This is an optimization exercise on Yosys and OpenROAD, whose aim is a short achievable clock period and few clock cycles, not a production implementation.
Only simulation tests tie the RTL to the original design; equivalence was not proved.
Power is estimated from default activity; no workload was simulated.

==> indigo: inputs <==
==> flow/design.v (excerpt) <==
module mips_cpu_bus
(
  input  logic                  clk,
  input  logic                  reset,
  output logic                  active_o,
  output logic [31:0]           register_v0_o,
  output logic [31:0]           address_o,
  output logic                  read_o,
  output logic                  write_o,
  input  logic                  waitrequest_i,
  output logic [31:0]           writedata_o,
  output logic [mips_pkg::WORD_BYTES-1:0] byteenable_o,
  input  logic [31:0]           readdata_i
);
==> module mips_alu, before the edit <==
module mips_alu
(
  input  logic [31:0] a_i,
  input  logic [31:0] b_i,
  input  logic        op_add_i,
  input  logic        op_sub_i,
  input  logic        op_and_i,
  input  logic        op_or_i,
  input  logic        op_xor_i,
  input  logic        op_slt_i,
  input  logic        op_sltu_i,
  output logic [31:0] sum_o,
  output logic [31:0] result_o
);
  logic [31:0] diff;
  logic        borrow;
  logic        lt;
  logic        carry_add;
  logic        carry_sub;
  mips_add32 u_add (.a_i(a_i), .b_i(b_i),  .cin_i(1'b0), .sum_o(sum_o), .cout_o(carry_add));
  mips_add32 u_sub (.a_i(a_i), .b_i(~b_i), .cin_i(1'b1), .sum_o(diff),  .cout_o(carry_sub));
  assign borrow = !carry_sub;
  assign lt = (a_i[31] ^ b_i[31]) ? a_i[31] : diff[31];
  assign result_o = ({32{op_add_i}} & sum_o)
                  | ({32{op_sub_i}} & diff)
                  | ({32{op_and_i}} & (a_i & b_i))
                  | ({32{op_or_i}}  & (a_i | b_i))
                  | ({32{op_xor_i}} & (a_i ^ b_i))
                  | {31'd0, (op_slt_i & lt) | (op_sltu_i & borrow)};
endmodule
==> module mips_add32, before the edit <==
module mips_add32
(
  input  logic [31:0] a_i,
  input  logic [31:0] b_i,
  input  logic        cin_i,
  output logic [31:0] sum_o,
  output logic        cout_o
);
  logic [31:0] p0, g0;
  logic [31:0] gl [0:5];
  logic [31:0] pl [0:5];
  assign p0 = a_i ^ b_i;
  assign g0 = a_i & b_i;
  always_comb begin
    gl[0] = g0;
    pl[0] = p0;
    gl[0][0] = g0[0] | (p0[0] & cin_i);
    pl[0][0] = 1'b0;
    for (int l = 0; l < 5; l++) begin
      for (int i = 0; i < 32; i++) begin
        if (i >= (1 << l)) begin
          gl[l+1][i] = gl[l][i] | (pl[l][i] & gl[l][i - (1 << l)]);
          pl[l+1][i] = pl[l][i] & pl[l][i - (1 << l)];
        end else begin
          gl[l+1][i] = gl[l][i];
          pl[l+1][i] = pl[l][i];
        end
      end
    end
  end
  assign sum_o  = p0 ^ {gl[5][30:0], cin_i};
  assign cout_o = gl[5][31];
endmodule
export LEC_CHECK = 0
export CAP_MARGIN = 20
export CORE_MARGIN = 2
export CORE_UTILIZATION = 40
export SLEW_MARGIN = 20
create_clock -name core_clock -period 10.0 [get_ports {clk}]
standard.sh (not shown) runs the stock make flow with config.mk's settings and CLKGATE_MAP_FILE= SYNTH_SCRIPT=/design/flow/synth_recipe.tcl, a recipe that flattens the netlist after the stock synthesis.
==> flow/flow/run.sh <==
#!/bin/bash
set -uo pipefail
export SETUP_SLACK_MARGIN=9
bash standard.sh > flow_standard.log 2>&1
status=$?
cp -r orfs/logs flow_logs 2>/dev/null || true
exit $status
==> xenon: changes against indigo <==
--- a/flow/design.v
+++ b/flow/design.v
@@ -171,9 +171,6 @@
   logic        borrow;
   logic        lt;
-  logic        carry_add;
-  logic        carry_sub;
-  mips_add32 u_add (.a_i(a_i), .b_i(b_i),  .cin_i(1'b0), .sum_o(sum_o), .cout_o(carry_add));
-  mips_add32 u_sub (.a_i(a_i), .b_i(~b_i), .cin_i(1'b1), .sum_o(diff),  .cout_o(carry_sub));
-  assign borrow = !carry_sub;
+  assign sum_o = a_i + b_i;
+  assign {borrow, diff} = {1'b0, a_i} - {1'b0, b_i};
   assign lt = (a_i[31] ^ b_i[31]) ? a_i[31] : diff[31];
   assign result_o = ({32{op_add_i}} & sum_o)
@@ -184,37 +181,4 @@
                   | {31'd0, (op_slt_i & lt) | (op_sltu_i & borrow)};
 endmodule
-module mips_add32
-(
-  input  logic [31:0] a_i,
-  input  logic [31:0] b_i,
-  input  logic        cin_i,
-  output logic [31:0] sum_o,
-  output logic        cout_o
-);
-  logic [31:0] p0, g0;
-  logic [31:0] gl [0:5];
-  logic [31:0] pl [0:5];
-  assign p0 = a_i ^ b_i;
-  assign g0 = a_i & b_i;
-  always_comb begin
-    gl[0] = g0;
-    pl[0] = p0;
-    gl[0][0] = g0[0] | (p0[0] & cin_i);
-    pl[0][0] = 1'b0;
-    for (int l = 0; l < 5; l++) begin
-      for (int i = 0; i < 32; i++) begin
-        if (i >= (1 << l)) begin
-          gl[l+1][i] = gl[l][i] | (pl[l][i] & gl[l][i - (1 << l)]);
-          pl[l+1][i] = pl[l][i] & pl[l][i - (1 << l)];
-        end else begin
-          gl[l+1][i] = gl[l][i];
-          pl[l+1][i] = pl[l][i];
-        end
-      end
-    end
-  end
-  assign sum_o  = p0 ^ {gl[5][30:0], cin_i};
-  assign cout_o = gl[5][31];
-endmodule
 `default_nettype wire
 `timescale 1ns/10ps
==> flow/run.sh (new file) <==
#!/bin/bash
# synth_recipe.tcl (not shown) runs the flow's synth.tcl, then flattens the netlist and writes it again
# the make line also repeats each setting of config.mk as NAME=value (left out here)
make -C /OpenROAD-flow-scripts/flow DESIGN_CONFIG=/design/flow/config.mk WORK_HOME=/design/flow/orfs CLKGATE_MAP_FILE= SYNTH_SCRIPT=/design/flow/synth_recipe.tcl finish
removed: flow/flow/run.sh
removed: flow/standard.sh
==> comparison <==
indigo ran to the end with no violations. xenon ran to the end with no violations.
Of indigo and xenon, xenon has the higher clock skew (gap 0.00091 ns).
Against indigo, the sequential share of layout area of xenon is higher by 9.8 points.
In sequential cell count, xenon and indigo do not differ.
In indigo the design area is larger than in xenon, by about 28%.
Against xenon, the clock-buffer cell count of indigo is lower by 2.
First-iteration DRC count: xenon is lower than indigo (about 40%).
Synthesized cell count is about the same in indigo and xenon.
Against indigo, the register-to-register slack of xenon is lower by 0.84 ns.
In xenon the total power is smaller than in indigo, by about 13%.
Against indigo, the clock power of xenon is lower by about 4%.
==> figures <==
Area share of xor/xnor cells in the synthesized design: indigo 1.95%; xenon 1.97%
Biggest cell delay along the critical path: indigo 0.48 ns; xenon 0.81 ns
Number of combinational gates with multiple inputs: indigo 4223; xenon 4214
Total global routing track utilization: indigo 38.0%; xenon 27.6%
Comb group: indigo 6.61 mW; xenon 4.16 mW
Area post-placement: indigo 0.0874 sq mm; xenon 0.0862 sq mm
Reg-to-reg critical path endpoint: indigo a_q[31]; xenon addr_q[9]
Clock latency (worst-skew pair): indigo 0.88 ns; xenon 0.82 ns
Part of the power in registers: indigo 36.3%; xenon 42.5%
Worst clock skew: indigo 0.0522 ns; xenon 0.0532 ns
Timing-limited maximum frequency: indigo 233 MHz; xenon 195 MHz
Slack of the worst reg-to-reg path: indigo 5.71 ns; xenon 4.87 ns
HPWL reported at the end of detailed placement: indigo 199 mm; xenon 191 mm
Cell kind with the greatest summed area: indigo multi-input gates; xenon sequential cells
Number of tapcells: indigo 2672; xenon 2688
Clock network power: indigo 6.12 mW; xenon 5.86 mW
Result of the run: indigo timing/DRC/antenna clean; xenon timing/DRC/antenna clean
Adder-cell share of the synthesized area: indigo 2.07%; xenon 2.07%
Multi-input gate area: indigo 0.0440 sq mm; xenon 0.0376 sq mm
Total Wirelength: indigo 424 mm; xenon 292 mm
Placed insts: indigo 8710; xenon 8764
Testbench counts of indigo, summed over its fixed seeds: cycles 31,782.
Testbench counts of xenon, summed over its fixed seeds: cycles 31,782.

separate check: timing with driven ports:
How much do the figures lean on ideal ports? The routed layouts below were timed once more, with nothing changed but the port constraints.
Step 1 (the two cells are an assumption about what drives the block):
set clk [get_ports {clk}]
set_driving_cell -lib_cell sky130_fd_sc_hd__clkbuf_16 $clk
set_driving_cell -lib_cell sky130_fd_sc_hd__buf_2 [delete_from_list [all_inputs] $clk]
Step 2, shift: input delay + t, output delay - t, t = (earliest + latest rising clock arrival at the registers) / 2. This alone moves slack from input paths to output paths.
Three values: ideal, step 1, step 2; two values: the first two.
run	shift t [ns]	slack for setup (ns)	worst hold slack (ns)	worst setup path after step 2
indigo	0.942	5.714 / 5.714 / 5.714	0.412 / 0.412 / 0.412	register to register
xenon	0.878	4.871 / 4.871 / 4.149	0.399 / 0.399 / 0.399	input to register
After both steps setup and hold are still met in every run listed. For xenon, which loses most, drivers alone change the setup slack by 0.000 ns; drivers and shift together by -0.722 ns.
